What follows belongs to an exercise in optimizing a design on an open flow for small area; a production flow would make more cautious choices. Function was checked by simulation only, so behaviour that the tests miss may differ from the original. Power figures rest on the tool's default switching activity, not on a simulated workload.

Design rx_e1_byte_pack, start of the top module:
module rx_e1_byte_pack #(
   parameter int CH_N    = 42,
   parameter int FIFO_AW = 4
) (
   input  logic             Ck,
   input  logic             Rs,
   input  logic [rx_e1_pkg::MFI_W-1:0] E1_MFI,
   input  logic [5:0]       Dv_Dat,
   input  logic [CH_N-1:0]  Ch_En,
   output logic             Out_Vld,
   input  logic             Out_Rdy,
   output logic [rx_e1_pkg::CH_W-1:0] Out_Ch,
   output logic [7:0]       Out_Byte,
   output logic [CH_N-1:0]  Ovr_Flag,
   input  logic             Ovr_Clr
);
Size: ~110 I/O pins.
==> flow/config.mk <==
export PLATFORM = sky130hd
export DESIGN_NAME = rx_e1_byte_pack
export DESIGN_NICKNAME = rx_e1_byte_pack
export VERILOG_FILES = /design/flow/design.v
export SDC_FILE = /design/flow/constraint.sdc
export NUM_CORES = 4
export LEC_CHECK = 0
export ABC_AREA = 1
export CAP_MARGIN = 10
export CORE_MARGIN = 2
export CORE_UTILIZATION = 75
export SLEW_MARGIN = 10
==> flow/constraint.sdc <==
create_clock -name core_clock -period 10.0 [get_ports {Ck}]
set_input_delay 2.0000 -clock core_clock [delete_from_list [all_inputs] [get_ports {Ck}]]
set_output_delay 2.0000 -clock core_clock [all_outputs]
set_load 0.01 [all_outputs]
standard.sh (not shown) runs the stock make flow with config.mk's settings and CLKGATE_MAP_FILE= SYNTH_SCRIPT=/design/flow/synth_recipe.tcl, a recipe that flattens the netlist after the stock synthesis.
==> flow/flow/run.sh <==
#!/bin/bash
# Own layout flow: the standard synthesis, then its combinational logic mapped again for area
# (registers untouched), then the standard ORFS layout of that netlist with a clock tree built
# from smaller clusters and without dummy loads.
set -euo pipefail
cd "$(dirname "$0")/.."
W=$PWD
PLAT=${FLOW_PLATFORM:-sky130hd}
R=orfs/results/$PLAT/rx_e1_byte_pack/base

bash standard.sh synth > $W/std_synth.log 2>&1
cp $R/1_2_yosys.v $W/std_netlist.v
cp -r orfs/reports $W/std_reports 2>/dev/null || true

export REMAP_LIB=$FLOW_HOME/platforms/$PLAT/lib/sky130_fd_sc_hd__tt_025C_1v80.lib
export REMAP_DONT_USE="sky130_fd_sc_hd__probe_p_8 sky130_fd_sc_hd__probec_p_8 sky130_fd_sc_hd__lpflow_*"
export REMAP_IN=$W/std_netlist.v REMAP_OUT=$W/remap.v REMAP_STAT=$W/remap_stat.txt
export REMAP_TOP=${FLOW_TOP:-rx_e1_byte_pack} REMAP_ABC=$W/flow/area.abc
yosys -c $W/flow/remap.tcl > $W/remap.log 2>&1

mv orfs orfs_std
CTS="-sink_clustering_enable -repair_clock_nets -dont_use_dummy_load"
CTS="$CTS -buf_list sky130_fd_sc_hd__clkbuf_8 -sink_clustering_size 16 -sink_clustering_max_diameter 50"
bash standard.sh SYNTH_NETLIST_FILES=$W/remap.v "CTS_ARGS=$CTS" "BUFFER_PORTS_ARGS=-buffer_cell sky130_fd_sc_hd__buf_1" finish > $W/layout.log 2>&1
==> flow/flow/area.abc <==
strash; &get -n; &dch -f; &nf -a; &put; strash; &get -n; &dch -f; &nf -a; &put
==> flow/flow/remap.tcl <==
# Re-map the combinational logic of the standard synthesis netlist with an area-oriented ABC
# script. Register instances keep their names and cell types; only the logic between them is
# mapped again.
yosys -import
set lib $::env(REMAP_LIB)
set dont_use {}
foreach c $::env(REMAP_DONT_USE) { lappend dont_use -dont_use $c }
read_liberty -ignore_miss_func -overwrite $lib
read_verilog $::env(REMAP_IN)
hierarchy -top $::env(REMAP_TOP)
set keep {sky130_fd_sc_hd__df* sky130_fd_sc_hd__edf* sky130_fd_sc_hd__sdf* sky130_fd_sc_hd__dl* sky130_fd_sc_hd__conb*}
setattr -mod -set keep_hierarchy 1 {*}$keep
flatten
hierarchy -top $::env(REMAP_TOP)
blackbox {*}$keep
opt_clean -purge
abc -script $::env(REMAP_ABC) -liberty $lib {*}$dont_use
opt_clean -purge
hilomap -singleton -hicell sky130_fd_sc_hd__conb_1 HI -locell sky130_fd_sc_hd__conb_1 LO
splitnets
opt_clean -purge
hierarchy -top $::env(REMAP_TOP)
tee -o $::env(REMAP_STAT) stat -liberty $lib
write_verilog -noattr -noexpr -nohex -nodec -selected $::env(REMAP_OUT)
The baseline passed the timing, design-rule and antenna checks.
Edit:
==> flow/flow/area.abc (replaced) <==
strash; dc2; dc2; dc2; &get -n; &dch -f; &nf -a -R 1000; &put; strash; &get -n; &dch -f; &nf -a -R 1000; &put; strash; &get -n; &dch -f; &nf -a -R 1000; &put
CAP_MARGIN = 0   (was 10)
SLEW_MARGIN = 0   (was 10)
This time the run completed, yet does not pass: max-capacitance violations, max-slew violations; clock power barely changes; wire length rose by roughly a tenth; synthesized area drops slightly; global-route usage climbs by 7.1 points; final area goes down slightly; via count is higher by a few percent.
Edit:
CAP_MARGIN = 10   (was 0)
GPL_TIMING_DRIVEN = 0   (was not set)
SLEW_MARGIN = 10   (was 0)
=> The new run produced a clean layout; cell count went down by 0.77%; wire length falls by 9.4%; first-iteration DRC count falls by 24%; setup slack gets worse by 1800 ps; non-clock buffer count went down by 20; synthesized cell count stays the same; critical path depth came out higher by 4; hold slack got worse by 7.9 ps.

[re-timing with driven ports]
The results above use ideal ports. As a check the final layouts listed here were re-extracted and re-timed, cells and wires unchanged. Step 1 assumes that a clkbuf_16 drives the clock port and a buf_2 every other input. Step 2, shift: input delay + t, output delay - t, t = (earliest + latest rising clock arrival at the registers) / 2. This alone moves slack from input paths to output paths. Three values: no drivers, after step 1, after step 2; two values: the first two.
run | shift t [ns] | slack for setup (ns) | hold slack, ns | worst setup path after step 2 | latest minus earliest clock arrival (ns)
the first run | 0.745 | 5.098 / 5.048 / 5.098 | 0.439 / 0.439 / 0.439 | register to register | 0.062 / 0.062
the second run | 0.760 | 4.533 / 4.492 / 4.533 | 0.442 / 0.442 / 0.442 | register to register | 0.069 / 0.069
the third run | 0.748 | 2.758 / 2.758 / 2.758 | 0.434 / 0.434 / 0.434 | register to register | 0.050 / 0.051
